Context: an optimization exercise on an open-source flow, tuned for small area, a short achievable clock period and few clock cycles per item. The choices shown serve that exercise and are no tape-out recipe. Only simulation tests tie the RTL to the original design; equivalence was not proved.

<file path="flow/constraint.sdc">
create_clock -name core_clock -period 12.0 [get_ports {clk}]
set_input_delay 2.4000 -clock core_clock [delete_from_list [all_inputs] [get_ports {clk}]]
set_output_delay 2.4000 -clock core_clock [all_outputs]
set_load 0.01 [all_outputs]
</file>
<file path="flow/standard.sh">
#!/bin/bash
# synth_recipe.tcl (not shown) runs the flow's synth.tcl, then flattens the netlist and writes it again
# the make line also repeats each setting of config.mk as NAME=value (left out here)
make -C /OpenROAD-flow-scripts/flow DESIGN_CONFIG=/design/flow/config.mk WORK_HOME=/design/flow/orfs CLKGATE_MAP_FILE= SYNTH_SCRIPT=/design/flow/synth_recipe.tcl "${@:-finish}"
</file>
<file path="flow/flow/run.sh">
#!/bin/bash
set -euo pipefail
MARGIN=${MARGIN:-8.5}
TNS=${TNS:-20}
PORTBUF=${PORTBUF:-sky130_fd_sc_hd__buf_2}
# The standard synthesis, unchanged
bash standard.sh synth > synth.log 2>&1
# The rest of the standard flow with the wider repair margin
sed -e "s/SETUP_SLACK_MARGIN=[-0-9.]*/SETUP_SLACK_MARGIN=$MARGIN TNS_END_PERCENT=$TNS BUFFER_PORTS_ARGS='-buffer_cell $PORTBUF'/" standard.sh > layout.sh
grep -q "SETUP_SLACK_MARGIN=$MARGIN" layout.sh
bash layout.sh finish > layout.log 2>&1
</file>
<file path="flow/config.mk">
export PLATFORM = sky130hd
export DESIGN_NAME = nn_top
export DESIGN_NICKNAME = nn_top
export VERILOG_FILES = /design/flow/design.v
export SDC_FILE = /design/flow/constraint.sdc
export NUM_CORES = 4
export LEC_CHECK = 0
export ABC_AREA = 0
export ABC_CLOCK_PERIOD_IN_PS = 4000
export CAP_MARGIN = 20
export CORE_MARGIN = 2
export CORE_UTILIZATION = 40
export CTS_CLUSTER_DIAMETER = 100
export CTS_CLUSTER_SIZE = 30
export SETUP_SLACK_MARGIN = 5
export SLEW_MARGIN = 20
</file>
<file path="flow/design.v">
package nn_num_pkg;
    localparam int WORD_BITS = 16;
    localparam int FRAC_BITS = 8;
    localparam int INPUTS = 4;
    localparam int HIDDEN = 3;
    localparam int INPUT_IDX_BITS = $clog2(INPUTS);   
    typedef struct packed {
        logic                 sign;
        logic [WORD_BITS-2:0] body;
    } fix_fields_s;
    typedef union packed {
        logic signed [WORD_BITS-1:0] value;   
        fix_fields_s                 fields;
    } fix_word_u;
endpackage
package nn_seq_pkg;
    localparam int STEP_BITS = 2;
    localparam logic [STEP_BITS-1:0] LAST_WORD = 2'd3;
endpackage
`timescale 1ns/1ps
import nn_num_pkg::*;
import nn_seq_pkg::*;
module sample_loader (
    input  logic                 clk,
    input  logic                 rst_n,
    input  logic                 in_valid_d,
    output logic [STEP_BITS-1:0] count,     
    output logic                 x_valid,   
    output logic [STEP_BITS-1:0] x_step     
);
    always_ff @(posedge clk or negedge rst_n) begin
        if (!rst_n) begin
            count   <= '0;
            x_valid <= 1'b0;
            x_step  <= '0;
        end else begin
            x_valid <= in_valid_d;
            x_step  <= count;
            if (in_valid_d) begin
                count <= count + 1'b1;
            end
        end
    end
endmodule
`timescale 1ns/1ps
import nn_num_pkg::*;
module weight_loader (
    input  logic                                                                   clk,
    input  logic                                                                   rst_n,
    input  logic                                                                   in_valid_d,
    input  logic [nn_seq_pkg::STEP_BITS-1:0]                                       count,
    input  logic                                                                   in_valid_w1,
    input  logic [nn_num_pkg::WORD_BITS-1:0]                                                weight1,
    input  logic                                                                   in_valid_w2,
    input  logic [nn_num_pkg::WORD_BITS-1:0]                                                weight2,
    output logic [nn_num_pkg::HIDDEN-1:0][nn_num_pkg::WORD_BITS-1:0]                 w1_head,   
    output logic [nn_num_pkg::HIDDEN-1:0]                                            w1_ok,     
    output logic [nn_num_pkg::HIDDEN-1:0][nn_num_pkg::WORD_BITS-1:0]                 w2,
    output logic [nn_num_pkg::HIDDEN-1:0]                                            w2_ok
);
    localparam int W1_WORDS = HIDDEN * INPUTS;
    logic [3:0] n1;   
    logic [1:0] n2;   
    always_ff @(posedge clk or negedge rst_n) begin
        if (!rst_n) begin
            n1 <= '0;
            n2 <= '0;
        end else begin
            if (in_valid_w1 && n1 != 4'(W1_WORDS)) begin
                n1 <= n1 + 1'b1;
            end
            if (in_valid_w2 && n2 != 2'(HIDDEN)) begin
                n2 <= n2 + 1'b1;
            end
        end
    end
    logic [HIDDEN-1:0][INPUTS-1:0][WORD_BITS-1:0] w1;
    always_comb begin
        for (int j = 0; j < HIDDEN; j++) begin
            w1_head[j] = w1[j][0];
            w1_ok[j]   = (5'(n1) + 5'(j * INPUTS) + 5'(count)) >= 5'(W1_WORDS);
            w2_ok[j]   = (3'(n2) + 3'(j)) >= 3'(HIDDEN);
        end
    end
    always_ff @(posedge clk) begin
        if (in_valid_w1 || in_valid_d) begin
            for (int j = 0; j < HIDDEN; j++) begin
                for (int k = 0; k < INPUTS - 1; k++) begin
                    w1[j][k] <= w1[j][k+1];
                end
                if (in_valid_d) begin
                    w1[j][INPUTS-1] <= w1[j][0];
                end else if (j < HIDDEN - 1) begin
                    w1[j][INPUTS-1] <= w1[j+1][0];
                end else begin
                    w1[j][INPUTS-1] <= weight1;
                end
            end
        end
    end
    always_ff @(posedge clk) begin
        if (in_valid_w2) begin
            for (int j = 0; j < HIDDEN - 1; j++) begin
                w2[j] <= w2[j+1];
            end
            w2[HIDDEN-1] <= weight2;   
        end
    end
endmodule
`timescale 1ns/1ps
import nn_num_pkg::*;
import nn_seq_pkg::*;
module forward_engine (
    input  logic                                                                   clk,
    input  logic                                                                   rst_n,
    input  logic                                                                   in_valid_d,
    input  logic [nn_num_pkg::WORD_BITS-1:0]                                       data_point,
    input  logic [nn_seq_pkg::STEP_BITS-1:0]                                       count,
    input  logic                                                                   x_valid,
    input  logic [nn_seq_pkg::STEP_BITS-1:0]                                       x_step,
    input  logic [nn_num_pkg::HIDDEN-1:0][nn_num_pkg::WORD_BITS-1:0]                 w1_head,
    input  logic [nn_num_pkg::HIDDEN-1:0]                                            w1_ok,
    input  logic [nn_num_pkg::HIDDEN-1:0][nn_num_pkg::WORD_BITS-1:0]                 w2,
    input  logic [nn_num_pkg::HIDDEN-1:0]                                            w2_ok,
    output logic                                                                   out_valid,
    output logic [nn_num_pkg::WORD_BITS-1:0]                                       out
);
    logic                             s2_valid;
    logic                             s2_last;
    logic                             acc_clear;  
    logic                             out_mul;    
    logic                             out_sum;    
    logic [HIDDEN-1:0][WORD_BITS-1:0] mac_a;      
    logic [HIDDEN-1:0][7:0]           mac_one;    
    logic [HIDDEN-1:0][7:0]           mac_two;
    logic [HIDDEN-1:0][7:0]           mac_neg;
    logic [HIDDEN-1:0][7:0]           w1_one, w1_two, w1_neg;   
    logic [HIDDEN-1:0][7:0]           w2_one, w2_two, w2_neg;   
    logic [HIDDEN-1:0][WORD_BITS-1:0] pp_s;       
    logic [HIDDEN-1:0][WORD_BITS-1:0] pp_c;
    logic [HIDDEN-1:0]                pp_ci;
    logic [HIDDEN-1:0][WORD_BITS-1:0] row_s;      
    logic [HIDDEN-1:0][WORD_BITS-1:0] row_c;
    logic [HIDDEN-1:0]                row_ci;
    logic [HIDDEN-1:0][WORD_BITS-1:0] acc;        
    logic [HIDDEN-1:0][WORD_BITS-1:0] acc_sum;    
    logic [HIDDEN-1:0][WORD_BITS-1:0] acc_cs_s;
    logic [HIDDEN-1:0][WORD_BITS-1:0] acc_cs_c;
    always_ff @(posedge clk or negedge rst_n) begin
        if (!rst_n) begin
            s2_valid <= 1'b0;
            s2_last  <= 1'b0;
            out_mul  <= 1'b0;
            out_sum  <= 1'b0;
        end else begin
            s2_valid <= x_valid;
            s2_last  <= x_valid && (x_step == LAST_WORD);
            out_mul  <= s2_last;
            out_sum  <= out_mul;
        end
    end
    for (genvar j = 0; j < HIDDEN; j++) begin : g_enc
        booth_enc enc1_i (
            .b   (w1_head[j]),
            .ok  (w1_ok[j]),
            .one (w1_one[j]),
            .two (w1_two[j]),
            .neg (w1_neg[j])
        );
        booth_enc enc2_i (
            .b   (w2[j]),
            .ok  (w2_ok[j]),
            .one (w2_one[j]),
            .two (w2_two[j]),
            .neg (w2_neg[j])
        );
    end
    always_ff @(posedge clk) begin
        for (int j = 0; j < HIDDEN; j++) begin
            if (in_valid_d) begin
                mac_a[j]   <= data_point;
                mac_one[j] <= w1_one[j];
                mac_two[j] <= w1_two[j];
                mac_neg[j] <= w1_neg[j];
            end else begin
                mac_a[j]   <= acc_sum[j][WORD_BITS-1] ? '0 : acc_sum[j];
                mac_one[j] <= w2_one[j];
                mac_two[j] <= w2_two[j];
                mac_neg[j] <= w2_neg[j];
            end
        end
    end
    for (genvar j = 0; j < HIDDEN; j++) begin : g_pp
        booth_pp pp_i (
            .a   (mac_a[j]),
            .one (mac_one[j]),
            .two (mac_two[j]),
            .neg (mac_neg[j]),
            .s   (pp_s[j]),
            .c   (pp_c[j]),
            .ci  (pp_ci[j])
        );
    end
    always_ff @(posedge clk) begin
        row_s  <= pp_s;
        row_c  <= pp_c;
        row_ci <= pp_ci;
    end
    always_comb begin
        for (int j = 0; j < HIDDEN; j++) begin
            acc_cs_s[j] = acc[j] ^ row_s[j] ^ row_c[j];
            acc_cs_c[j] = WORD_BITS'({(acc[j] & row_s[j]) | (acc[j] & row_c[j]) | (row_s[j] & row_c[j]), 1'b0});
            acc_sum[j]  = acc_cs_s[j] + acc_cs_c[j] + WORD_BITS'(row_ci[j]);
        end
    end
    assign acc_clear = (count == '0) && !x_valid && !s2_valid;
    always_ff @(posedge clk) begin
        if (s2_valid) begin
            acc <= acc_sum;
        end else if (acc_clear) begin
            acc <= '0;
        end
    end
    logic [WORD_BITS-1:0] out_total;
    out_sum out_sum_i (
        .s  (row_s),
        .c  (row_c),
        .ci (row_ci),
        .y  (out_total)
    );
    always_ff @(posedge clk or negedge rst_n) begin
        if (!rst_n) begin
            out_valid <= 1'b0;
            out       <= '0;
        end else if (out_sum) begin
            out_valid <= 1'b1;
            out       <= out_total;
        end else begin
            out_valid <= 1'b0;
            out       <= '0;
        end
    end
endmodule
module booth_pp (
    input  logic [15:0] a,     
    input  logic [7:0]  one,   
    input  logic [7:0]  two,   
    input  logic [7:0]  neg,   
    output logic [15:0] s,     
    output logic [15:0] c,
    output logic        ci     
);
    logic [16:0] ax;
    assign ax = {a[15], a};
    logic [7:0][16:0] pp;
    always_comb begin
        for (int k = 0; k < 8; k++) begin
            pp[k][0] = (one[k] & ax[0]) ^ neg[k];
            for (int i = 1; i < 17; i++) begin
                pp[k][i] = ((one[k] & ax[i]) | (two[k] & ax[i-1])) ^ neg[k];
            end
            pp[k][16] = ~pp[k][16];
        end
    end
    logic s1, k2;
    assign s1 = neg[5] ^ pp[0][10];
    assign k2 = neg[5] & pp[0][10];
    logic s3, k4;
    assign s3 = pp[0][11] ^ pp[1][9];
    assign k4 = pp[0][11] & pp[1][9];
    logic s5, k6;
    assign s5 = neg[6] ^ pp[0][12] ^ pp[1][10];
    assign k6 = (neg[6] & pp[0][12]) | (neg[6] & pp[1][10]) | (pp[0][12] & pp[1][10]);
    logic s7, k8;
    assign s7 = pp[2][8] ^ pp[3][6];
    assign k8 = pp[2][8] & pp[3][6];
    logic s9, k10;
    assign s9 = pp[0][13] ^ pp[1][11] ^ pp[2][9];
    assign k10 = (pp[0][13] & pp[1][11]) | (pp[0][13] & pp[2][9]) | (pp[1][11] & pp[2][9]);
    logic s11, k12;
    assign s11 = pp[3][7] ^ pp[4][5];
    assign k12 = pp[3][7] & pp[4][5];
    logic s13, k14;
    assign s13 = neg[7] ^ pp[0][14] ^ pp[1][12];
    assign k14 = (neg[7] & pp[0][14]) | (neg[7] & pp[1][12]) | (pp[0][14] & pp[1][12]);
    logic s15, k16;
    assign s15 = pp[2][10] ^ pp[3][8] ^ pp[4][6];
    assign k16 = (pp[2][10] & pp[3][8]) | (pp[2][10] & pp[4][6]) | (pp[3][8] & pp[4][6]);
    logic s17, k18;
    assign s17 = pp[5][4] ^ pp[6][2];
    assign k18 = pp[5][4] & pp[6][2];
    logic s19, k20;
    assign s19 = pp[0][15] ^ pp[1][13] ^ pp[2][11];
    assign k20 = (pp[0][15] & pp[1][13]) | (pp[0][15] & pp[2][11]) | (pp[1][13] & pp[2][11]);
    logic s21, k22;
    assign s21 = pp[3][9] ^ pp[4][7] ^ pp[5][5];
    assign k22 = (pp[3][9] & pp[4][7]) | (pp[3][9] & pp[5][5]) | (pp[4][7] & pp[5][5]);
    logic s23, k24;
    assign s23 = pp[6][3] ^ pp[7][1];
    assign k24 = pp[6][3] & pp[7][1];
    logic s25, k26;
    assign s25 = 1'b1 ^ pp[0][16] ^ pp[1][14];
    assign k26 = (1'b1 & pp[0][16]) | (1'b1 & pp[1][14]) | (pp[0][16] & pp[1][14]);
    logic s27, k28;
    assign s27 = pp[2][12] ^ pp[3][10] ^ pp[4][8];
    assign k28 = (pp[2][12] & pp[3][10]) | (pp[2][12] & pp[4][8]) | (pp[3][10] & pp[4][8]);
    logic s29, k30;
    assign s29 = pp[5][6] ^ pp[6][4] ^ pp[7][2];
    assign k30 = (pp[5][6] & pp[6][4]) | (pp[5][6] & pp[7][2]) | (pp[6][4] & pp[7][2]);
    logic s31, k32;
    assign s31 = 1'b1 ^ pp[1][15] ^ pp[2][13];
    assign k32 = (1'b1 & pp[1][15]) | (1'b1 & pp[2][13]) | (pp[1][15] & pp[2][13]);
    logic s33, k34;
    assign s33 = pp[3][11] ^ pp[4][9] ^ pp[5][7];
    assign k34 = (pp[3][11] & pp[4][9]) | (pp[3][11] & pp[5][7]) | (pp[4][9] & pp[5][7]);
    logic s35, k36;
    assign s35 = pp[6][5] ^ pp[7][3];
    assign k36 = pp[6][5] & pp[7][3];
    logic s37, k38;
    assign s37 = pp[1][16] ^ pp[2][14] ^ pp[3][12];
    assign k38 = (pp[1][16] & pp[2][14]) | (pp[1][16] & pp[3][12]) | (pp[2][14] & pp[3][12]);
    logic s39, k40;
    assign s39 = pp[4][10] ^ pp[5][8] ^ pp[6][6];
    assign k40 = (pp[4][10] & pp[5][8]) | (pp[4][10] & pp[6][6]) | (pp[5][8] & pp[6][6]);
    logic s41, k42;
    assign s41 = 1'b1 ^ pp[2][15] ^ pp[3][13];
    assign k42 = (1'b1 & pp[2][15]) | (1'b1 & pp[3][13]) | (pp[2][15] & pp[3][13]);
    logic s43, k44;
    assign s43 = pp[4][11] ^ pp[5][9];
    assign k44 = pp[4][11] & pp[5][9];
    logic s45, k46;
    assign s45 = pp[2][16] ^ pp[3][14] ^ pp[4][12];
    assign k46 = (pp[2][16] & pp[3][14]) | (pp[2][16] & pp[4][12]) | (pp[3][14] & pp[4][12]);
    logic s47, k48;
    assign s47 = 1'b1 ^ pp[3][15];
    assign k48 = 1'b1 & pp[3][15];
    logic s49, k50;
    assign s49 = neg[3] ^ pp[0][6];
    assign k50 = neg[3] & pp[0][6];
    logic s51, k52;
    assign s51 = pp[0][7] ^ pp[1][5];
    assign k52 = pp[0][7] & pp[1][5];
    logic s53, k54;
    assign s53 = neg[4] ^ pp[0][8] ^ pp[1][6];
    assign k54 = (neg[4] & pp[0][8]) | (neg[4] & pp[1][6]) | (pp[0][8] & pp[1][6]);
    logic s55, k56;
    assign s55 = pp[2][4] ^ pp[3][2];
    assign k56 = pp[2][4] & pp[3][2];
    logic s57, k58;
    assign s57 = pp[0][9] ^ pp[1][7] ^ pp[2][5];
    assign k58 = (pp[0][9] & pp[1][7]) | (pp[0][9] & pp[2][5]) | (pp[1][7] & pp[2][5]);
    logic s59, k60;
    assign s59 = pp[3][3] ^ pp[4][1];
    assign k60 = pp[3][3] & pp[4][1];
    logic s61, k62;
    assign s61 = pp[1][8] ^ pp[2][6] ^ pp[3][4];
    assign k62 = (pp[1][8] & pp[2][6]) | (pp[1][8] & pp[3][4]) | (pp[2][6] & pp[3][4]);
    logic s63, k64;
    assign s63 = pp[4][2] ^ pp[5][0] ^ s1;
    assign k64 = (pp[4][2] & pp[5][0]) | (pp[4][2] & s1) | (pp[5][0] & s1);
    logic s65, k66;
    assign s65 = pp[2][7] ^ pp[3][5] ^ pp[4][3];
    assign k66 = (pp[2][7] & pp[3][5]) | (pp[2][7] & pp[4][3]) | (pp[3][5] & pp[4][3]);
    logic s67, k68;
    assign s67 = pp[5][1] ^ k2 ^ s3;
    assign k68 = (pp[5][1] & k2) | (pp[5][1] & s3) | (k2 & s3);
    logic s69, k70;
    assign s69 = pp[4][4] ^ pp[5][2] ^ pp[6][0];
    assign k70 = (pp[4][4] & pp[5][2]) | (pp[4][4] & pp[6][0]) | (pp[5][2] & pp[6][0]);
    logic s71, k72;
    assign s71 = k4 ^ s7 ^ s5;
    assign k72 = (k4 & s7) | (k4 & s5) | (s7 & s5);
    logic s73, k74;
    assign s73 = pp[5][3] ^ pp[6][1] ^ k8;
    assign k74 = (pp[5][3] & pp[6][1]) | (pp[5][3] & k8) | (pp[6][1] & k8);
    logic s75, k76;
    assign s75 = s11 ^ k6 ^ s9;
    assign k76 = (s11 & k6) | (s11 & s9) | (k6 & s9);
    logic s77, k78;
    assign s77 = pp[7][0] ^ k12 ^ s17;
    assign k78 = (pp[7][0] & k12) | (pp[7][0] & s17) | (k12 & s17);
    logic s79, k80;
    assign s79 = k10 ^ s13 ^ s15;
    assign k80 = (k10 & s13) | (k10 & s15) | (s13 & s15);
    logic s81, k82;
    assign s81 = k18 ^ s23 ^ k14;
    assign k82 = (k18 & s23) | (k18 & k14) | (s23 & k14);
    logic s83, k84;
    assign s83 = k16 ^ s19 ^ s21;
    assign k84 = (k16 & s19) | (k16 & s21) | (s19 & s21);
    logic s85, k86;
    assign s85 = k24 ^ k20 ^ k22;
    assign k86 = (k24 & k20) | (k24 & k22) | (k20 & k22);
    logic s87, k88;
    assign s87 = s25 ^ s27 ^ s29;
    assign k88 = (s25 & s27) | (s25 & s29) | (s27 & s29);
    logic s89, k90;
    assign s89 = s35 ^ k26 ^ k28;
    assign k90 = (s35 & k26) | (s35 & k28) | (k26 & k28);
    logic s91, k92;
    assign s91 = k30 ^ s31 ^ s33;
    assign k92 = (k30 & s31) | (k30 & s33) | (s31 & s33);
    logic s93, k94;
    assign s93 = pp[7][4] ^ k36 ^ k32;
    assign k94 = (pp[7][4] & k36) | (pp[7][4] & k32) | (k36 & k32);
    logic s95, k96;
    assign s95 = k34 ^ s37 ^ s39;
    assign k96 = (k34 & s37) | (k34 & s39) | (s37 & s39);
    logic s97, k98;
    assign s97 = pp[6][7] ^ pp[7][5] ^ s43;
    assign k98 = (pp[6][7] & pp[7][5]) | (pp[6][7] & s43) | (pp[7][5] & s43);
    logic s99, k100;
    assign s99 = k38 ^ k40 ^ s41;
    assign k100 = (k38 & k40) | (k38 & s41) | (k40 & s41);
    logic s101, k102;
    assign s101 = pp[5][10] ^ pp[6][8] ^ pp[7][6];
    assign k102 = (pp[5][10] & pp[6][8]) | (pp[5][10] & pp[7][6]) | (pp[6][8] & pp[7][6]);
    logic s103, k104;
    assign s103 = k44 ^ k42 ^ s45;
    assign k104 = (k44 & k42) | (k44 & s45) | (k42 & s45);
    logic s105, k106;
    assign s105 = pp[4][13] ^ pp[5][11] ^ pp[6][9];
    assign k106 = (pp[4][13] & pp[5][11]) | (pp[4][13] & pp[6][9]) | (pp[5][11] & pp[6][9]);
    logic s107, k108;
    assign s107 = pp[7][7] ^ s47 ^ k46;
    assign k108 = (pp[7][7] & s47) | (pp[7][7] & k46) | (s47 & k46);
    logic s109, k110;
    assign s109 = pp[3][16] ^ pp[4][14] ^ pp[5][12];
    assign k110 = (pp[3][16] & pp[4][14]) | (pp[3][16] & pp[5][12]) | (pp[4][14] & pp[5][12]);
    logic s111, k112;
    assign s111 = pp[6][10] ^ pp[7][8] ^ k48;
    assign k112 = (pp[6][10] & pp[7][8]) | (pp[6][10] & k48) | (pp[7][8] & k48);
    logic s113, k114;
    assign s113 = 1'b1 ^ pp[4][15] ^ pp[5][13];
    assign k114 = (1'b1 & pp[4][15]) | (1'b1 & pp[5][13]) | (pp[4][15] & pp[5][13]);
    logic s115, k116;
    assign s115 = pp[6][11] ^ pp[7][9];
    assign k116 = pp[6][11] & pp[7][9];
    logic s117, k118;
    assign s117 = neg[2] ^ pp[0][4];
    assign k118 = neg[2] & pp[0][4];
    logic s119, k120;
    assign s119 = pp[0][5] ^ pp[1][3];
    assign k120 = pp[0][5] & pp[1][3];
    logic s121, k122;
    assign s121 = pp[1][4] ^ pp[2][2] ^ pp[3][0];
    assign k122 = (pp[1][4] & pp[2][2]) | (pp[1][4] & pp[3][0]) | (pp[2][2] & pp[3][0]);
    logic s123, k124;
    assign s123 = pp[2][3] ^ pp[3][1] ^ k50;
    assign k124 = (pp[2][3] & pp[3][1]) | (pp[2][3] & k50) | (pp[3][1] & k50);
    logic s125, k126;
    assign s125 = pp[4][0] ^ k52 ^ s55;
    assign k126 = (pp[4][0] & k52) | (pp[4][0] & s55) | (k52 & s55);
    logic s127, k128;
    assign s127 = k56 ^ s59 ^ k54;
    assign k128 = (k56 & s59) | (k56 & k54) | (s59 & k54);
    logic s129, k130;
    assign s129 = k60 ^ k58 ^ s61;
    assign k130 = (k60 & k58) | (k60 & s61) | (k58 & s61);
    logic s131, k132;
    assign s131 = k62 ^ s65 ^ k64;
    assign k132 = (k62 & s65) | (k62 & k64) | (s65 & k64);
    logic s133, k134;
    assign s133 = k66 ^ s69 ^ k68;
    assign k134 = (k66 & s69) | (k66 & k68) | (s69 & k68);
    logic s135, k136;
    assign s135 = k70 ^ s73 ^ k72;
    assign k136 = (k70 & s73) | (k70 & k72) | (s73 & k72);
    logic s137, k138;
    assign s137 = k74 ^ s77 ^ k76;
    assign k138 = (k74 & s77) | (k74 & k76) | (s77 & k76);
    logic s139, k140;
    assign s139 = k78 ^ k80 ^ s81;
    assign k140 = (k78 & k80) | (k78 & s81) | (k80 & s81);
    logic s141, k142;
    assign s141 = k82 ^ k84 ^ s85;
    assign k142 = (k82 & k84) | (k82 & s85) | (k84 & s85);
    logic s143, k144;
    assign s143 = k86 ^ k88 ^ s89;
    assign k144 = (k86 & k88) | (k86 & s89) | (k88 & s89);
    logic s145, k146;
    assign s145 = k90 ^ k92 ^ s93;
    assign k146 = (k90 & k92) | (k90 & s93) | (k92 & s93);
    logic s147, k148;
    assign s147 = k94 ^ s97 ^ k96;
    assign k148 = (k94 & s97) | (k94 & k96) | (s97 & k96);
    logic s149, k150;
    assign s149 = s101 ^ k98 ^ k100;
    assign k150 = (s101 & k98) | (s101 & k100) | (k98 & k100);
    logic s151, k152;
    assign s151 = k102 ^ s105 ^ k104;
    assign k152 = (k102 & s105) | (k102 & k104) | (s105 & k104);
    logic s153, k154;
    assign s153 = k106 ^ s109 ^ s111;
    assign k154 = (k106 & s109) | (k106 & s111) | (s109 & s111);
    logic s155, k156;
    assign s155 = s115 ^ k110 ^ s113;
    assign k156 = (s115 & k110) | (s115 & s113) | (k110 & s113);
    logic s157, k158;
    assign s157 = neg[1] ^ pp[0][2];
    assign k158 = neg[1] & pp[0][2];
    logic s159, k160;
    assign s159 = pp[0][3] ^ pp[1][1];
    assign k160 = pp[0][3] & pp[1][1];
    logic s161, k162;
    assign s161 = pp[1][2] ^ pp[2][0] ^ s117;
    assign k162 = (pp[1][2] & pp[2][0]) | (pp[1][2] & s117) | (pp[2][0] & s117);
    logic s163, k164;
    assign s163 = pp[2][1] ^ k118 ^ s119;
    assign k164 = (pp[2][1] & k118) | (pp[2][1] & s119) | (k118 & s119);
    logic s165, k166;
    assign s165 = k120 ^ s49 ^ s121;
    assign k166 = (k120 & s49) | (k120 & s121) | (s49 & s121);
    logic s167, k168;
    assign s167 = s51 ^ k122 ^ s123;
    assign k168 = (s51 & k122) | (s51 & s123) | (k122 & s123);
    logic s169, k170;
    assign s169 = s53 ^ k124 ^ s125;
    assign k170 = (s53 & k124) | (s53 & s125) | (k124 & s125);
    logic s171, k172;
    assign s171 = s57 ^ k126 ^ s127;
    assign k172 = (s57 & k126) | (s57 & s127) | (k126 & s127);
    logic s173, k174;
    assign s173 = k128 ^ s63 ^ s129;
    assign k174 = (k128 & s63) | (k128 & s129) | (s63 & s129);
    logic s175, k176;
    assign s175 = s67 ^ k130 ^ s131;
    assign k176 = (s67 & k130) | (s67 & s131) | (k130 & s131);
    logic s177, k178;
    assign s177 = s71 ^ k132 ^ s133;
    assign k178 = (s71 & k132) | (s71 & s133) | (k132 & s133);
    logic s179, k180;
    assign s179 = s75 ^ k134 ^ s135;
    assign k180 = (s75 & k134) | (s75 & s135) | (k134 & s135);
    logic s181, k182;
    assign s181 = s79 ^ k136 ^ s137;
    assign k182 = (s79 & k136) | (s79 & s137) | (k136 & s137);
    logic s183, k184;
    assign s183 = s83 ^ k138 ^ s139;
    assign k184 = (s83 & k138) | (s83 & s139) | (k138 & s139);
    logic s185, k186;
    assign s185 = s87 ^ k140 ^ s141;
    assign k186 = (s87 & k140) | (s87 & s141) | (k140 & s141);
    logic s187, k188;
    assign s187 = s91 ^ k142 ^ s143;
    assign k188 = (s91 & k142) | (s91 & s143) | (k142 & s143);
    logic s189, k190;
    assign s189 = s95 ^ k144 ^ s145;
    assign k190 = (s95 & k144) | (s95 & s145) | (k144 & s145);
    logic s191, k192;
    assign s191 = s99 ^ k146 ^ s147;
    assign k192 = (s99 & k146) | (s99 & s147) | (k146 & s147);
    logic s193, k194;
    assign s193 = s103 ^ k148 ^ s149;
    assign k194 = (s103 & k148) | (s103 & s149) | (k148 & s149);
    logic s195, k196;
    assign s195 = s107 ^ k150 ^ s151;
    assign k196 = (s107 & k150) | (s107 & s151) | (k150 & s151);
    logic s197, k198;
    assign s197 = k108 ^ s153 ^ k152;
    assign k198 = (k108 & s153) | (k108 & k152) | (s153 & k152);
    logic s199, k200;
    assign s199 = k112 ^ s155 ^ k154;
    assign k200 = (k112 & s155) | (k112 & k154) | (s155 & k154);
    logic [23:0] ra, rb;
    logic [8:0]  lo;
    assign ra = {k198, k196, k194, k192, k190, k188, k186, k184, k182, k180, k178, k176, k174, k172, k170, k168, k166, k164, k162, k160, k158, s157, pp[0][1], neg[0]};
    assign rb = {s199, s197, s195, s193, s191, s189, s187, s185, s183, s181, s179, s177, s175, s173, s171, s169, s167, s165, s163, s161, s159, pp[1][0], 1'b0, pp[0][0]};
    assign lo = {1'b0, ra[7:0]} + {1'b0, rb[7:0]};
    assign s  = ra[23:8];
    assign c  = rb[23:8];
    assign ci = lo[8];
endmodule
module booth_enc (
    input  logic [15:0] b,
    input  logic        ok,
    output logic [7:0]  one,
    output logic [7:0]  two,
    output logic [7:0]  neg
);
    logic [16:0] bx;
    assign bx = {b, 1'b0};
    always_comb begin
        for (int k = 0; k < 8; k++) begin
            one[k] = ok & (bx[2*k+1] ^ bx[2*k]);
            two[k] = ok & ((bx[2*k+2] & ~bx[2*k+1] & ~bx[2*k]) | (~bx[2*k+2] & bx[2*k+1] & bx[2*k]));
            neg[k] = ok & bx[2*k+2];
        end
    end
endmodule
module out_sum (
    input  logic [2:0][15:0] s,
    input  logic [2:0][15:0] c,
    input  logic [2:0]       ci,
    output logic [15:0]      y
);
    function automatic logic [15:0] csa_s(input logic [15:0] x, input logic [15:0] y, input logic [15:0] z);
        csa_s = x ^ y ^ z;
    endfunction
    function automatic logic [15:0] csa_c(input logic [15:0] x, input logic [15:0] y, input logic [15:0] z);
        csa_c = (x & y) | (x & z) | (y & z);
    endfunction
    logic [15:0] a, b, c2, d, e, f, g, h;
    logic [15:0] ab, cd, ef, gh;
    assign a  = csa_s(s[0], c[0], s[1]);
    assign ab = csa_c(s[0], c[0], s[1]);
    assign b  = {ab[14:0], ci[1]};
    assign c2 = csa_s(c[1], s[2], c[2]);
    assign cd = csa_c(c[1], s[2], c[2]);
    assign d  = {cd[14:0], ci[2]};
    assign e  = csa_s(a, b, c2);
    assign ef = csa_c(a, b, c2);
    assign f  = {ef[14:0], 1'b0};
    assign g  = csa_s(e, f, d);
    assign gh = csa_c(e, f, d);
    assign h  = {gh[14:0], 1'b0};
    assign y  = g + h + {15'b0, ci[0]};
endmodule
`timescale 1ns/1ps
import nn_num_pkg::*;
import nn_seq_pkg::*;
module nn_top (
    input  logic        clk,
    input  logic        rst_n,
    input  logic        in_valid_d,
    input  logic        in_valid_w1,
    input  logic        in_valid_w2,
    input  logic [15:0] data_point,
    input  logic [15:0] weight1,
    input  logic [15:0] weight2,
    output logic        out_valid,
    output logic [15:0] out
);
    logic                                         x_valid;
    logic [STEP_BITS-1:0]                         x_step;
    logic [STEP_BITS-1:0]                         count;
    logic [HIDDEN-1:0][WORD_BITS-1:0]             w1_head;
    logic [HIDDEN-1:0]                            w1_ok;
    logic [HIDDEN-1:0][WORD_BITS-1:0]             w2;
    logic [HIDDEN-1:0]                            w2_ok;
    sample_loader sample_loader_i (
        .clk          (clk),
        .rst_n        (rst_n),
        .in_valid_d   (in_valid_d),
        .count        (count),
        .x_valid      (x_valid),
        .x_step       (x_step)
    );
    weight_loader weight_loader_i (
        .clk         (clk),
        .rst_n       (rst_n),
        .in_valid_d  (in_valid_d),
        .count       (count),
        .in_valid_w1 (in_valid_w1),
        .weight1     (weight1),
        .in_valid_w2 (in_valid_w2),
        .weight2     (weight2),
        .w1_head     (w1_head),
        .w1_ok       (w1_ok),
        .w2          (w2),
        .w2_ok       (w2_ok)
    );
    forward_engine forward_engine_i (
        .clk          (clk),
        .rst_n        (rst_n),
        .in_valid_d   (in_valid_d),
        .data_point   (data_point),
        .count        (count),
        .x_valid      (x_valid),
        .x_step       (x_step),
        .w1_head      (w1_head),
        .w2           (w2),
        .w1_ok        (w1_ok),
        .w2_ok        (w2_ok),
        .out_valid    (out_valid),
        .out          (out)
    );
endmodule
</file>
==> results.cfg, run 1 <==
[hold_path]
min_path_type = reg -> reg

[critical_path]
crit_slowest_cell = fa_1
max_stage_delay_ns = 0.55
end_kind = flop
rrSetupSlack_ns = 8.41
critPathKind = reg -> reg
timing.rr.start = forward_engine_i.row_s[7]$_DFF_P_
r2r_cells = 13
cp_common_cell = fa_1
timing.rr.end = forward_engine_i.out[15]$_DFF_PN0_
crit_fanout = 5
cp_data_required_time_ns = 12.51
start_kind = flop
cp_cell_sequence = inv_1 -> fa_1 -> fa_1 -> inv_1 -> fa_1 -> ha_4 -> and3_1 -> o211ai_1 -> o21bai_2 -> nand4_1 -> a21oi_2 -> xnor2_1 -> and2_1
critPathLaunch = forward_engine_i.row_s[7]$_DFF_P_
cp-endpoint = forward_engine_i.out[15]$_DFF_PN0_
worstPathArrival_ns = 4.10

[routing]
drt_wl_total_mm = 90.8
ant_nets = 0
drc = 0
drt_pre_antenna_iters = 6
dr_total_vias = 22613
vias_per_cell = 5.34
post_drt_wl_per_cell_um = 21.5
drt_iter0_drc = 2160

[yosys]
synth_area_leaders = edfxtp_1 (24%), fa_1 (19%), dfxtp_1 (12%), xnor2_1 (8.0%), a22oi_1 (6.8%)
synth_most_common_cell = inv_1
synth_top_area_cell = edfxtp_1
ys_seq_area_share_pct = 39.0
synth.distinct_cells = 57
ys_seq_elements = 537
ys_warn_count = 6
synthesis.nets = 3676
synth-edff-count = 288
synth_common_cells = inv_1 (350), fa_1 (337), a22oi_1 (321), xnor2_1 (321), edfxtp_1 (288)
netlist_area_sq_mm = 0.0354
synth_top_area_share_pct = 24.5
synth-async-reset-ratio_pct = 5.96
synth.avg_cell_area_sq_um = 11.3
synth_ff_type = edfxtp_1
synth_cells = 3142

[die]
rows = 109
die_x_um = 301
die_area_sq_mm = 0.0908
core-area_sq_mm = 0.0880
die_h_um = 301
initial_core_util_pct = 40.2
ios = 70

[clocking]
postCtsHoldBufs = 0
cts_inserted_buffers = 25
path_clk_slew_ns = 0.11
htree_levels = 1
cts_sinks = 537
cts-root-buf = clkbuf_16
insertion_delay_ns = 0.61
cts_buffer_depth = 3
cts_tree = done

[placement]
pre_cts_ws_ns = 6.42
hpwlAfterDp_mm = 66.9
routabilityCongestion = 0.883
dp.cells = 4171
portBuffers = 69

[sta]
timing.final.crit_share_pct = 29.9
hold_viol = 0
setup_viol = 0
worst_slack_ns = 8.41
fmax_mhz = 278
relSlewSlack_pct = 32.4
rsz0062_at_grt = true
min_period_ns = 3.59
fin_worst_skew_ns = 0.0377
tightestPinTransition_ns = 1.01
drv_slew = 0
finalSetupTns_ns = 0

[layout]
multiInputGateArea_sq_mm = 0.0196
register_area_sq_mm = 0.0139
fill_cells = 8291
finalNetCount = 3581
areaGrowthSynthToFinish_pct = 6.72
fin_cells = 4231
diodes = 0
drive_gt1_share_pct = 9.10

[job]
max_cap_violations = 0

[global_route]
grt_max_degree = 60
grt_pass1_wl_mm = 139
gr-usage-all-layers_pct = 20.1
antenna_found_initial = 0
grt_overflow = 0
grt_pass1_vias = 22505

[status]
outcome = timing/DRC/antenna clean
routing by layer:
metal / share of wire [%] / routed length (um) / track usage [%] / up-vias
met5: 0 / 0 / 0.106 / -
met4: 3.3 / 3010 / 6.28 / 0
met3: 6.5 / 5940 / 3.33 / 142
met2: 45 / 41000 / 31.1 / 769
met1: 45 / 40900 / 28.8 / 11333
li1: - / - / - / 10369
area by class of cell:
cell class | instances | share of cell area, %
clock buffer | 33 | 1.74
clock inverter | 13 | 0.537
inverter | 354 | 3.53
multi-input combinational | 2032 | 51.9
sequential | 537 | 36.7
tap | 1165 | 3.86
timing repair buffer | 97 | 1.72
worst min path at each step:
stage	depth (start not counted)	slack (ns)	start	to
finish	0	0.36	forward_engine_i.s2_last$_DFF_PN0_	forward_engine_i.out_mul$_DFF_PN0_
global route	0	0.38	forward_engine_i.s2_last$_DFF_PN0_	forward_engine_i.out_mul$_DFF_PN0_
CTS	0	0.36	forward_engine_i.s2_last$_DFF_PN0_	forward_engine_i.out_mul$_DFF_PN0_
detailed placement	0	0.34	forward_engine_i.s2_last$_DFF_PN0_	forward_engine_i.out_mul$_DFF_PN0_
global placement	0	0.34	forward_engine_i.s2_last$_DFF_PN0_	forward_engine_i.out_mul$_DFF_PN0_
floorplan	0	0.33	forward_engine_i.s2_last$_DFF_PN0_	forward_engine_i.out_mul$_DFF_PN0_
logic make-up (layout without fill, tap and decap cells):
logic type      Yosys count  count (layout)  synth area share, %
buf+inv                 575             497                 6.13
mux                      52              52                 1.65
fa+ha+maj               481             481                 24.2
simple gates            354             356                 4.29
flops                   537             537                 39.0
xor+xnor                482             482                 11.9
compound gates          661             661                 12.8
placed cells by master (no fill, tap or decap), types with 9 or more instances in the layout:
cell | Yosys | routed
a22o_1 | 26 | 26
a22oi_1 | 321 | 321
nand2_1 | 123 | 122
clkbuf_16 | 0 | 25
xor2_1 | 161 | 161
mux2_2 | 51 | 51
nor2b_1 | 9 | 9
nand3_1 | 12 | 11
o21ai_0 | 80 | 79
o22ai_1 | 45 | 45
a21o_1 | 27 | 27
edfxtp_1 | 288 | 288
dfrtp_1 | 32 | 32
nor2_1 | 154 | 154
dfxtp_2 | 0 | 43
inv_1 | 350 | 349
dfxtp_1 | 217 | 172
fa_1 | 337 | 335
buf_2 | 0 | 68
buf_4 | 0 | 22
ha_1 | 144 | 136
and2_1 | 21 | 21
xnor2_1 | 321 | 321
o21ai_2 | 10 | 10
a21oi_1 | 100 | 97
worst max-delay path: cells and delay by family, from the launching register on:
family,cells,cell delay (ns)
AOI/OAI and AO/OA,3,0.48
xor gates and xnor gates,1,0.07
adders and majority gates,4,1.92
buffers and inverters,2,0.17
DFF,1,0.36
and+or+nand+nor,3,0.49
metrics by stage:
stage | util [%] | area (sq um) | hold slack (ns)
CTS | 42.6 | 37500 | 0.364
global placement | 41.4 | 36500 | 0.336
finish | 42.9 | 37700 | 0.359
detailed placement | 41.4 | 36500 | 0.338
global route | 42.9 | 37700 | 0.384
floorplan | - | 35400 | 0.331
registers in the layout (all words and copies together) (netlist names), 2 cells and up:
name,count
sample_loader_i.x_step,2
forward_engine_i.mac_neg,24
forward_engine_i.acc,48
forward_engine_i.row_ci,3
forward_engine_i.mac_two,24
weight_loader_i.w1,192
forward_engine_i.mac_one,24
forward_engine_i.row_c,48
forward_engine_i.mac_a,46
forward_engine_i.out,16
forward_engine_i.row_s,48
sample_loader_i.count,2
weight_loader_i.w2,48
weight_loader_i.n1,4
weight_loader_i.n2,2
repair_timing:
action,in CTS,in global routing
pin swaps,3,16
setup buffers,4,6
gates cloned,3,0
endpoints found under the setup margin,292,105
gates resized for setup,17,63
Testbench counts, summed over its fixed seeds: cycles 12,808, items 1,600.
==> run 2: changes to the inputs <==
--- a/flow/flow/run.sh
+++ b/flow/flow/run.sh
@@ -2,3 +2,3 @@
 set -euo pipefail
-MARGIN=${MARGIN:-8.5}
+MARGIN=${MARGIN:-8.4}
 TNS=${TNS:-20}
--- a/flow/config.mk
+++ b/flow/config.mk
@@ -12,4 +12,4 @@
 export CORE_UTILIZATION = 40
-export CTS_CLUSTER_DIAMETER = 100
-export CTS_CLUSTER_SIZE = 30
+export CTS_CLUSTER_DIAMETER = 80
+export CTS_CLUSTER_SIZE = 24
 export SETUP_SLACK_MARGIN = 5
==> results.cfg, run 2 <==
[clocking]
cts_tree = done
insertion_delay_ns = 0.64
postCtsHoldBufs = 0
cts_buffer_depth = 3
cts-root-buf = clkbuf_16
path_clk_slew_ns = 0.10
htree_levels = 1
cts_sinks = 537
cts_inserted_buffers = 31

[die]
die_x_um = 301
initial_core_util_pct = 40.2
die_h_um = 301
ios = 70
die_area_sq_mm = 0.0908
core-area_sq_mm = 0.0880
rows = 109

[layout]
top_register = weight_loader_i.w1
fin_cells = 4238
drive_gt1_share_pct = 8.30
final_common_cell = inv_1
largest_register_ffs = 192
diodes = 0
mostFrequentLayoutCells = inv_1 (349), fa_1 (334), a22oi_1 (321), xnor2_1 (321), edfxtp_1 (288)
final_cell_area_sq_mm = 0.0378
fin_util_pct = 43.0
finalNetCount = 3582
areaGrowthSynthToFinish_pct = 6.90

[placement]
hpwlAfterDp_mm = 66.9
placed_cell_area_sq_mm = 0.0365
pre_cts_ws_ns = 6.42
dp.cells = 4171
routabilityCongestion = 0.883
portBuffers = 69

[yosys]
ys_warn_count = 6
synth_top_area_cell = edfxtp_1
synth_top_area_share_pct = 24.5
netlist_area_sq_mm = 0.0354
synth.distinct_cells = 57
synth_most_common_cell = inv_1
synth_area_leaders = edfxtp_1 (24%), fa_1 (19%), dfxtp_1 (12%), xnor2_1 (8.0%), a22oi_1 (6.8%)
synth-async-reset-ratio_pct = 5.96
synth.avg_cell_area_sq_um = 11.3
synth_ff_type = edfxtp_1
synth_cells = 3142
synth-edff-count = 288
ys_seq_area_share_pct = 39.0
synthesis.nets = 3676
synth_common_cells = inv_1 (350), fa_1 (337), a22oi_1 (321), xnor2_1 (321), edfxtp_1 (288)
ys_seq_elements = 537

[critical_path]
crit_fanout = 5
crit_slowest_cell = fa_1
cp_cell_sequence = inv_1 -> fa_1 -> fa_1 -> inv_1 -> fa_1 -> ha_4 -> a21o_1 -> a21o_1 -> a21oi_2 -> a31o_2 -> nor4b_2 -> a211o_1
cp_common_cell = fa_1
critPathKind = reg -> reg
start_kind = flop
max_stage_delay_ns = 0.59
path_buf_inv = 2
cp_data_required_time_ns = 12.52
critPathTopFamily = adder cells
end_kind = flop
worstPathArrival_ns = 4.13

[sta]
hold_viol = 0
fin_worst_skew_ns = 0.0274
rsz0062_at_grt = true
worst_slack_ns = 8.40
fmax_mhz = 278
relSlewSlack_pct = 31.7
min_period_ns = 3.60
tightestPinTransition_ns = 1.02
timing.final.crit_share_pct = 30.0
finalSetupTns_ns = 0
drv_slew = 0
setup_viol = 0

[routing]
drt_iter0_drc = 2271
drt_pre_antenna_iters = 9
post_drt_wl_per_cell_um = 21.4
ant_nets = 0
drc = 0
drt_wl_total_mm = 90.8
vias_per_cell = 5.35
dr_total_vias = 22681

[global_route]
grt_overflow = 0
grt_max_degree = 79
gr-usage-all-layers_pct = 20.1
grt_pass1_wl_mm = 140
grt_pass1_vias = 22499
antenna_found_initial = 0

[status]
outcome = timing/DRC/antenna clean

[job]
max_cap_violations = 0

[hold_path]
min_path_type = reg -> reg
-- run 2: area by class of cell --
type | count | area, sq um
Inverter | 354 | 1330
Multi-Input combinational cell | 2032 | 19600
Tap cell | 1165 | 1460
Fill cell | 8299 | 50200
Timing Repair Buffer | 92 | 577
Clock inverter | 16 | 223
Clock buffer | 42 | 827
Sequential cell | 537 | 13800
-- run 2: repair_timing --
item	in CTS	in global routing
pin swaps	4	14
cloned	2	0
endpoints found under the setup margin	191	24
gates resized for setup	21	26
buffers inserted	3	3
-- run 2: logic make-up after synthesis --
kind of cell / Yosys count / synth area share [%]
mux: 52 / 1.65
xor+xnor: 482 / 11.9
simple gates: 354 / 4.29
buf+inv: 575 / 6.13
flops: 537 / 39.0
compound gates: 661 / 12.8
fa+ha+maj: 481 / 24.2
-- run 2: stage by stage --
stage	hold slack, ns
5_1_grt	0.378
3_3_place_gp	0.336
2_1_floorplan	0.331
6_report	0.355
4_1_cts	0.359
3_5_place_dp	0.338
-- run 2: layer usage --
metal | routed length (um) | vias up | global-route usage (%)
li1 | - | 10383 | -
met1 | 40800 | 11377 | 29.1
met2 | 41200 | 803 | 31.4
met3 | 6130 | 118 | 3.28
met4 | 2620 | 0 | 5.57
met5 | 0 | - | 0
-- run 2: path summary, 6_finish.rpt --
kind	endpoint	slack, ns	from	cells past startpoint
max	forward_engine_i.out[14]$_DFF_PN0_	8.40	forward_engine_i.row_s[7]$_DFF_P_	12
min	forward_engine_i.out_mul$_DFF_PN0_	0.36	forward_engine_i.s2_last$_DFF_PN0_	0
max reg2reg	forward_engine_i.out[14]$_DFF_PN0_	8.40	forward_engine_i.row_s[7]$_DFF_P_	12
min reg2reg	forward_engine_i.out_mul$_DFF_PN0_	0.36	forward_engine_i.s2_last$_DFF_PN0_	0
max in group asynchronous	forward_engine_i.s2_valid$_DFF_PN0_	9.46	rst_n	1
min in group asynchronous	forward_engine_i.out_sum$_DFF_PN0_	1.92	rst_n	1
==> run 3: changes to the inputs <==
--- a/flow/config.mk
+++ b/flow/config.mk
@@ -11,5 +11,6 @@
 export CORE_MARGIN = 2
-export CORE_UTILIZATION = 40
+export CORE_UTILIZATION = 55
 export CTS_CLUSTER_DIAMETER = 80
 export CTS_CLUSTER_SIZE = 24
+export PLACE_DENSITY = 0.7
 export SETUP_SLACK_MARGIN = 5
==> results.cfg, run 3 <==
[status]
outcome = timing/DRC/antenna clean

[sta]
rsz0062_at_grt = true
hold_viol = 0
relSlewSlack_pct = 25.0
holdWs_ns = 0.357
drv_slew = 0
setup_viol = 0
min_period_ns = 3.67
fin_worst_skew_ns = 0.0484
worst_slack_ns = 8.33
timing.final.crit_share_pct = 30.6
finalSetupTns_ns = 0
fmax_mhz = 273
tightestPinTransition_ns = 1.12

[clocking]
cts_tree = done
cts_inserted_buffers = 30
cts_buffer_depth = 3
path_clk_slew_ns = 0.09
htree_levels = 1
cts_sinks = 537
insertion_delay_ns = 0.65
cts-root-buf = clkbuf_16

[critical_path]
end_kind = flop
cp_data_required_time_ns = 12.51
cp_cell_sequence = fa_1 -> inv_2 -> fa_1 -> inv_2 -> fa_2 -> ha_4 -> a211o_1 -> a211oi_4 -> o21bai_2 -> nand4_1 -> a21oi_1 -> xnor2_1 -> and2_1
max_stage_delay_ns = 0.60
worstPathArrival_ns = 4.18
crit_fanout = 3
start_kind = flop
critPathKind = reg -> reg
crit_slowest_cell = fa_2

[die]
ios = 70
die_area_sq_mm = 0.0663
die_x_um = 258
die_h_um = 258
initial_core_util_pct = 55.8
core-area_sq_mm = 0.0633
rows = 92

[layout]
fin_util_pct = 59.1
mostFrequentLayoutCells = inv_1 (341), fa_1 (335), a22oi_1 (321), xnor2_1 (321), edfxtp_1 (288)
finalNetCount = 3589
drive_gt1_share_pct = 8.74
final_common_cell = inv_1
top_register = weight_loader_i.w1
fin_cells = 3925
largest_register_ffs = 192
areaGrowthSynthToFinish_pct = 5.80
final_cell_area_sq_mm = 0.0374
diodes = 0

[routing]
dr_total_vias = 23353
drt_wl_total_mm = 88.6
vias_per_cell = 5.95
drc = 0
drt_iter0_drc = 2425
ant_nets = 0
post_drt_wl_per_cell_um = 22.6
drt_pre_antenna_iters = 6

[yosys]
synth_mux_area_share_pct = 1.65
synth_xor_area_share_pct = 11.9
synth.avg_cell_area_sq_um = 11.3
synthesis.nets = 3676
synth-adder-area-share_pct = 24.2
synth_cells = 3142
synth-edff-count = 288
synth_most_common_cell = inv_1
synth-async-reset-ratio_pct = 5.96
ys_seq_area_share_pct = 39.0
synth_area_leaders = edfxtp_1 (24%), fa_1 (19%), dfxtp_1 (12%), xnor2_1 (8.0%), a22oi_1 (6.8%)
synth_top_area_cell = edfxtp_1
synthSimpleGateAreaFrac_pct = 4.29
synth_top_area_share_pct = 24.5
synth_common_cells = inv_1 (350), fa_1 (337), a22oi_1 (321), xnor2_1 (321), edfxtp_1 (288)
ys_warn_count = 6
synth_compound_area_share_pct = 12.8
ys_seq_elements = 537
synth_ff_type = edfxtp_1
synth.distinct_cells = 57
synth_top_family_by_area = adder cells
netlist_area_sq_mm = 0.0354

[global_route]
gr-usage-all-layers_pct = 27.0
grt_pass1_wl_mm = 139
antenna_found_initial = 0
grt_max_degree = 86
grt_pass1_vias = 23939
grt_overflow = 0

[hold_path]
min_path_type = reg -> reg

[placement]
portBuffers = 69
placed_cell_area_sq_mm = 0.0361
routabilityCongestion = 0.937
dp.cells = 3854
pre_cts_ws_ns = 7.01
hpwlAfterDp_mm = 66.0

[job]
max_cap_violations = 0
-- run 3: worst max-delay path: cells and delay by family, from the launching register on --
family | cells | cell delay [ns]
AOI/OAI and AO/OA | 4 | 0.82
adders and majority gates | 4 | 1.91
DFF | 1 | 0.36
xor gates and xnor gates | 1 | 0.12
and+or+nand+nor | 2 | 0.25
buffers and inverters | 2 | 0.09
-- run 3: worst paths after layout --
check                                                    from                                 end  slack [ns]  cells after the start
setup / recovery           forward_engine_i.row_c[17]$_DFF_P_  forward_engine_i.out[15]$_DFF_PN0_        8.33                     13
max in group asynchronous                               rst_n  forward_engine_i.s2_last$_DFF_PN0_        9.63                      1
setup reg to reg           forward_engine_i.row_c[17]$_DFF_P_  forward_engine_i.out[15]$_DFF_PN0_        8.33                     13
min in group asynchronous                               rst_n   forward_engine_i.out[1]$_DFF_PN0_        1.84                      1
hold reg to reg            forward_engine_i.out_mul$_DFF_PN0_  forward_engine_i.out_sum$_DFF_PN0_        0.36                      0
hold / removal             forward_engine_i.out_mul$_DFF_PN0_  forward_engine_i.out_sum$_DFF_PN0_        0.36                      0
-- run 3: final cells by class --
| cell class | count | area (sq um) |
|---|---|---|
| inverters | 354 | 1330 |
| clock inverters | 12 | 170 |
| repair buffers | 102 | 623 |
| clock buffers | 44 | 813 |
| well taps | 846 | 1060 |
| multi-input cells | 2030 | 19600 |
| fillers | 5184 | 25900 |
| flip-flops and latches | 537 | 13800 |
-- run 3: what timing repair did --
action                                  in CTS  in global routing
buffers inserted                             7                  8
gates resized for setup                     19                 42
endpoints found under the setup margin     191                105
hold buffers                                 0                  0
pin swaps                                    9                 27
-- run 3: logic make-up (layout without fill, tap and decap cells) --
| logic type | count (synthesis) | count (layout) |
|---|---|---|
| compound gates | 661 | 661 |
| buf+inv | 575 | 512 |
| flops | 537 | 537 |
| xor+xnor | 482 | 482 |
| fa+ha+maj | 481 | 481 |
| simple gates | 354 | 354 |
| mux | 52 | 52 |
-- run 3: per-layer routing --
metal  part of all wire (%)  track usage, %  vias up  routed length [um]
li1                       -               -    10394                   -
met2                     47            44.0     1077               41800
met1                     41            37.1    11714               36400
met4                    4.0            10.3        0                3530
met3                    7.8            3.72      168                6890
met5                      0               0        -                   0
==> run 4: changes to the inputs <==
--- a/flow/config.mk
+++ b/flow/config.mk
@@ -7,10 +7,8 @@
 export LEC_CHECK = 0
-export ABC_AREA = 0
-export ABC_CLOCK_PERIOD_IN_PS = 4000
+export ABC_AREA = 1
 export CAP_MARGIN = 20
 export CORE_MARGIN = 2
-export CORE_UTILIZATION = 55
+export CORE_UTILIZATION = 40
 export CTS_CLUSTER_DIAMETER = 80
 export CTS_CLUSTER_SIZE = 24
-export PLACE_DENSITY = 0.7
 export SETUP_SLACK_MARGIN = 5
==> results.cfg, run 4 <==
[routing]
drt_wl_total_mm = 103
drc = 0
drt_pre_antenna_iters = 6
ant_nets = 0
drt_iter0_drc = 2670
dr_total_vias = 26391
post_drt_wl_per_cell_um = 20.4
vias_per_cell = 5.22

[global_route]
grt_pass1_wl_mm = 158
grt_max_degree = 84
grt_pass1_vias = 25740
grt_overflow = 0
antenna_found_initial = 0
gr-usage-all-layers_pct = 21.8

[critical_path]
worstPathArrival_ns = 3.86
end_kind = flop
start_kind = primary input
critPathKind = in -> reg
timing.rr.start = forward_engine_i.mac_neg[1]$_DFF_P_
crit_fanout = 78
critPathLaunch = in_valid_d
cp_data_required_time_ns = 12.23

[yosys]
synth_most_common_cell = inv_1
synth-async-reset-ratio_pct = 5.96
ys_warn_count = 6
ys_seq_elements = 537
synthesis.nets = 4402
synth_top_area_share_pct = 23.4
synth_top_area_cell = edfxtp_1
synth_common_cells = inv_1 (710), nand2_1 (657), xor2_1 (375)
synth_cells = 3868
synth-edff-count = 288
netlist_area_sq_mm = 0.0369
synth_ff_type = edfxtp_1
synth.distinct_cells = 44
synth_area_leaders = edfxtp_1 (23%), fa_1 (18%), dfxtp_1 (12%), xor2_1 (8.9%), inv_1 (7.2%)
ys_seq_area_share_pct = 37.4
synth.avg_cell_area_sq_um = 9.54

[layout]
register_area_sq_mm = 0.0138
multiInputGateArea_sq_mm = 0.0198
fill_cells = 8759
drive_gt1_share_pct = 6.69
largest_register_ffs = 192
finalNetCount = 4377
mostFrequentLayoutCells = inv_1 (708), nand2_1 (650), xor2_1 (375), o22ai_1 (350), fa_1 (335)
final_common_cell = inv_1
areaGrowthSynthToFinish_pct = 7.42
diodes = 0
top_register = weight_loader_i.w1

[hold_path]
timing.hold.worst.start = forward_engine_i.out_mul$_DFF_PN0_
min_path_type = reg -> reg

[sta]
fin_worst_skew_ns = 0.0422
timing.final.crit_share_pct = 30.3
relSlewSlack_pct = 42.7
drv_slew = 0
tightestPinTransition_ns = 0.859
hold_viol = 0
finalSetupTns_ns = 0
rsz0062_at_grt = true
setup_viol = 0
worst_slack_ns = 8.37
fmax_mhz = 275
min_period_ns = 3.63

[status]
outcome = timing/DRC/antenna clean

[placement]
hpwlAfterDp_mm = 79.9
pre_cts_ws_ns = 7.02
portBuffers = 69
routabilityCongestion = 0.932

[clocking]
htree_levels = 2
postCtsHoldBufs = 0
path_clk_slew_ns = 0.09
cts_inserted_buffers = 36
cts-root-buf = clkbuf_16
cts_tree = done
cts_sinks = 537
cts_buffer_depth = 3
insertion_delay_ns = 0.61

[die]
die_h_um = 308
rows = 111
die_x_um = 308
ios = 70
die_area_sq_mm = 0.0947
core-area_sq_mm = 0.0915
initial_core_util_pct = 40.3

[job]
max_cap_violations = 0
run 4: cell count changes after synthesis, moves of 43 or more:
cell and change:
clkbuf_1 -134, buf_2 +43, xor2_1 +214, nand3_1 +122, o22ai_1 +305, nor2_1 -57
mux2_2 -51, xnor2_1 -288, inv_1 +360, nand2_1 +534, a22oi_1 -321
run 4: cells by family (layout without fill, tap and decap cells):
logic type	Yosys count	in the layout	share of synthesized area, %
simple gates	965	966	10.9
buf+inv	889	891	9.30
compound gates	587	587	9.55
flops	537	537	37.4
fa+ha+maj	481	481	23.2
xor+xnor	408	408	9.68
mux	1	1	0.0271
run 4: per-stage QoR:
step,hold slack [ns],instances,instance area [sq um],utilization [%]
finish,0.357,5057,39700,43.3
global route,0.374,5057,39700,43.3
CTS,0.358,5054,39500,43.1
detailed placement,0.340,4987,38200,41.7
global placement,0.336,4987,38200,41.7
floorplan,0.331,3868,36900,-
run 4: cell type report:
cell class | count | area share, %
Sequential cell | 537 | 34.9
Tap cell | 1186 | 3.74
Multi-Input combinational cell | 2443 | 49.9
Clock inverter | 21 | 0.738
Timing Repair Buffer | 85 | 1.30
Clock buffer | 45 | 2.38
Inverter | 740 | 7.04
run 4: worst max-delay path, stage by stage:
cell and delay [ns]:
buf_4 0.34, or2_4 0.49, buf_8 0.51
run 4: routing by layer:
metal | GRT usage, % | vias up | routed length, um
met5 | 0 | - | 0
met4 | 4.64 | 0 | 2140
met3 | 3.39 | 132 | 7520
met2 | 34.4 | 976 | 46000
met1 | 31.8 | 12890 | 47500
li1 | - | 12393 | -
run 4: final timing paths:
| check | end | slack (ns) | cells after the start |
|---|---|---|---|
| max in group asynchronous | forward_engine_i.s2_last$_DFF_PN0_ | 9.53 | 1 |
| min in group asynchronous | weight_loader_i.n2[1]$_DFFE_PN0P_ | 1.91 | 1 |
| hold / removal | forward_engine_i.out_sum$_DFF_PN0_ | 0.36 | 0 |
| setup / recovery | weight_loader_i.w1[141]$_DFFE_PP_ | 8.37 | 3 |
| setup reg to reg | forward_engine_i.row_c[11]$_DFF_P_ | 8.44 | 7 |
| hold reg to reg | forward_engine_i.out_sum$_DFF_PN0_ | 0.36 | 0 |
run 4: what timing repair did:
| action | in CTS | in global routing |
|---|---|---|
| setup endpoints to repair | 241 | 189 |
| pin swaps | 1 | 1 |
| gates resized for setup | 7 | 58 |
| setup buffers | 0 | 3 |
| gates cloned | 1 | 0 |
==> run 5: changes to the inputs <==
--- a/flow/flow/run.sh
+++ b/flow/flow/run.sh
@@ -2,4 +2,4 @@
 set -euo pipefail
-MARGIN=${MARGIN:-8.4}
-TNS=${TNS:-20}
+MARGIN=${MARGIN:-8.6}
+TNS=${TNS:-100}
 PORTBUF=${PORTBUF:-sky130_fd_sc_hd__buf_2}
--- a/flow/config.mk
+++ b/flow/config.mk
@@ -7,3 +7,4 @@
 export LEC_CHECK = 0
-export ABC_AREA = 1
+export ABC_AREA = 0
+export ABC_CLOCK_PERIOD_IN_PS = 4000
 export CAP_MARGIN = 20
==> results.cfg, run 5 <==
[status]
outcome = timing/DRC/antenna clean

[layout]
fill_cells = 8290
areaGrowthSynthToFinish_pct = 8.03
finalNetCount = 3601
diodes = 0
final_common_cell = inv_1
top_register = weight_loader_i.w1
fin_util_pct = 43.4
largest_register_ffs = 192
drive_gt1_share_pct = 11.9
mostFrequentLayoutCells = inv_1 (348), fa_1 (333), a22oi_1 (321), xnor2_1 (321), edfxtp_1 (288)

[global_route]
antenna_found_initial = 1
gr-usage-all-layers_pct = 20.2
grt_overflow = 0
grt_max_degree = 55
grt_pass1_vias = 22793
grt_pass1_wl_mm = 140

[yosys]
synth_common_cells = inv_1 (350), fa_1 (337), a22oi_1 (321), xnor2_1 (321), edfxtp_1 (288)
synth_top_area_cell = edfxtp_1
synth_area_leaders = edfxtp_1 (24%), fa_1 (19%), dfxtp_1 (12%), xnor2_1 (8.0%), a22oi_1 (6.8%)
synth.avg_cell_area_sq_um = 11.3
ys_warn_count = 6
synth_ff_type = edfxtp_1
synth_top_area_share_pct = 24.5
netlist_area_sq_mm = 0.0354
synthesis.nets = 3676
synth_cells = 3142
ys_seq_area_share_pct = 39.0
ys_seq_elements = 537
synth_most_common_cell = inv_1
synth.distinct_cells = 57
synth-edff-count = 288
synth-async-reset-ratio_pct = 5.96

[job]
max_cap_violations = 0

[sta]
hold_viol = 0
min_period_ns = 3.56
setup_viol = 0
fin_worst_skew_ns = 0.0294
timing.final.crit_share_pct = 29.6
drv_slew = 0
rsz0062_at_grt = true
tightestPinTransition_ns = 0.992
finalSetupTns_ns = 0
fmax_mhz = 281
relSlewSlack_pct = 33.9

[clocking]
cts_sinks = 537
path_clk_slew_ns = 0.09
cts_tree = done
cts-root-buf = clkbuf_16
cts_buffer_depth = 3
htree_levels = 1
cts_inserted_buffers = 31
insertion_delay_ns = 0.64

[critical_path]
max_stage_delay_ns = 0.57
r2r_cells = 13
path_buf_inv = 2
critPathLaunch = forward_engine_i.row_c[1]$_DFF_P_
cp_data_required_time_ns = 12.53
crit_fanout = 3
worstPathArrival_ns = 4.09
cp_common_cell = fa_1
cp_cell_sequence = inv_2 -> fa_1 -> fa_1 -> inv_1 -> fa_2 -> ha_4 -> a211o_1 -> a211oi_2 -> o21bai_2 -> nand4_1 -> a21oi_2 -> xnor2_1 -> and2_1
crit_slowest_cell = fa_2
critPathKind = reg -> reg
timing.rr.start = forward_engine_i.row_c[1]$_DFF_P_
start_kind = flop
critPathTopFamily = adder cells
end_kind = flop
path_depth = 13

[routing]
drt_iter0_drc = 2335
drc = 0
ant_nets = 0
vias_per_cell = 5.35
post_drt_wl_per_cell_um = 21.5
drt_wl_total_mm = 91.4
drt_pre_antenna_iters = 6
dr_total_vias = 22761

[die]
die_x_um = 301
die_area_sq_mm = 0.0908
die_h_um = 301
initial_core_util_pct = 40.2
core-area_sq_mm = 0.0880
ios = 70
rows = 109

[hold_path]
timing.hold.worst.start = forward_engine_i.out_mul$_DFF_PN0_
min_path_type = reg -> reg
hold_depth = 0

[placement]
hpwlAfterDp_mm = 67.4
portBuffers = 69
routabilityCongestion = 0.879
## run 5: cell count changes in the layout (fill, tap and decap cells not counted), sizes merged, moves of 214 or more
cell,delta
nand2,-545
inv,-378
a22oi,+321
o22ai,-305
xor2,-214
xnor2,+288
## run 5: worst reg2reg max path, cell delays in order (launching register included)
cell and delay (ns):
dfxtp_4 0.37, inv_2 0.04, fa_1 0.50, fa_1 0.55, inv_1 0.05, fa_2 0.57
ha_4 0.21, a211o_1 0.29, a211oi_2 0.29, o21bai_2 0.11, nand4_1 0.10, a21oi_2 0.07
xnor2_1 0.13, and2_1 0.18
## run 5: path summary, 6_finish.rpt
path | end | slack, ns
min in group asynchronous | forward_engine_i.out_sum$_DFF_PN0_ | 1.93
worst max-delay path | forward_engine_i.out[15]$_DFF_PN0_ | 8.44
worst min-delay path | forward_engine_i.out_sum$_DFF_PN0_ | 0.36
worst max register to register | forward_engine_i.out[15]$_DFF_PN0_ | 8.44
worst min register to register | forward_engine_i.out_sum$_DFF_PN0_ | 0.36
max in group asynchronous | sample_loader_i.count[0]$_DFFE_PN0P_ | 9.45
## run 5: area by class of cell
cell class	count	area (sq um)	area share [%]
sequential	537	13900	36.5
multi-input combinational	2032	19700	51.5
inverter	354	1330	3.48
clock buffer	45	850	2.22
tap	1165	1460	3.82
clock inverter	13	188	0.491
timing repair buffer	111	756	1.98
## run 5: per-layer routing
layer  track usage [%]  wire [um]
met5                 0          0
met4              6.23       3130
met3              2.59       5770
met2              31.7      41200
met1              29.2      41300
## run 5: cells by family after synthesis
| group | count (synthesis) | share of synthesized area, % |
|---|---|---|
| simple gates | 354 | 4.29 |
| compound gates | 661 | 12.8 |
| buf+inv | 575 | 6.13 |
| fa+ha+maj | 481 | 24.2 |
| mux | 52 | 1.65 |
| xor+xnor | 482 | 11.9 |
| flops | 537 | 39.0 |
## run 5: repair_timing
item,CTS,global route
setup endpoints to repair,300,91
hold buffers,0,0
endpoints found under the hold margin,0,0
pin swaps,19,10
cloned,3,0
buffers inserted,15,3
gates resized for setup,64,85
## run 5: per-stage QoR
step	instances	area (sq um)	setup WS, ns	hold slack, ns
2_1_floorplan	3142	35400	7.49	0.331
5_1_grt	4257	38200	8.24	0.373
6_report	4257	38200	8.44	0.357
3_3_place_gp	4178	36500	6.46	0.337
3_5_place_dp	4178	36600	6.43	0.340
4_1_cts	4254	38000	8.40	0.360

-- separate check: timing with driven ports --
In the flow no input, the clock included, has a driving cell. The finished layouts below were timed again as built, in two steps.
Step 1: set_driving_cell puts a clkbuf_16 on clk and a buf_2 on each other input, an assumption about the parent block.
Step 2 moves the port delays by t, midway between the first and last clock arrival at a register: inputs arrive t later, outputs are due t later. That takes back most of the time a late clock gives input paths.
Slacks: ideal ports / drivers / drivers and shift; pairs: ideal ports / drivers.
run | t, ns | slack for setup (ns) | worst setup path after step 2 | worst slew at a driven data input, ns
run 1 | 0.664 | 8.406 / 8.406 / 8.003 | input to register | 0.04
run 2 | 0.696 | 8.397 / 8.397 / 7.802 | input to register | 0.04
run 3 | 0.684 | 8.334 / 8.334 / 7.734 | input to register | 0.04
run 4 | 0.659 | 8.367 / 8.405 / 7.745 | input to register | 0.04
run 5 | 0.693 | 8.443 / 8.392 / 8.028 | input to register | 0.06
After both steps every run listed still meets setup and hold. For run 4, which loses most, drivers alone change the setup slack by +0.038 ns; drivers and shift together by -0.622 ns.
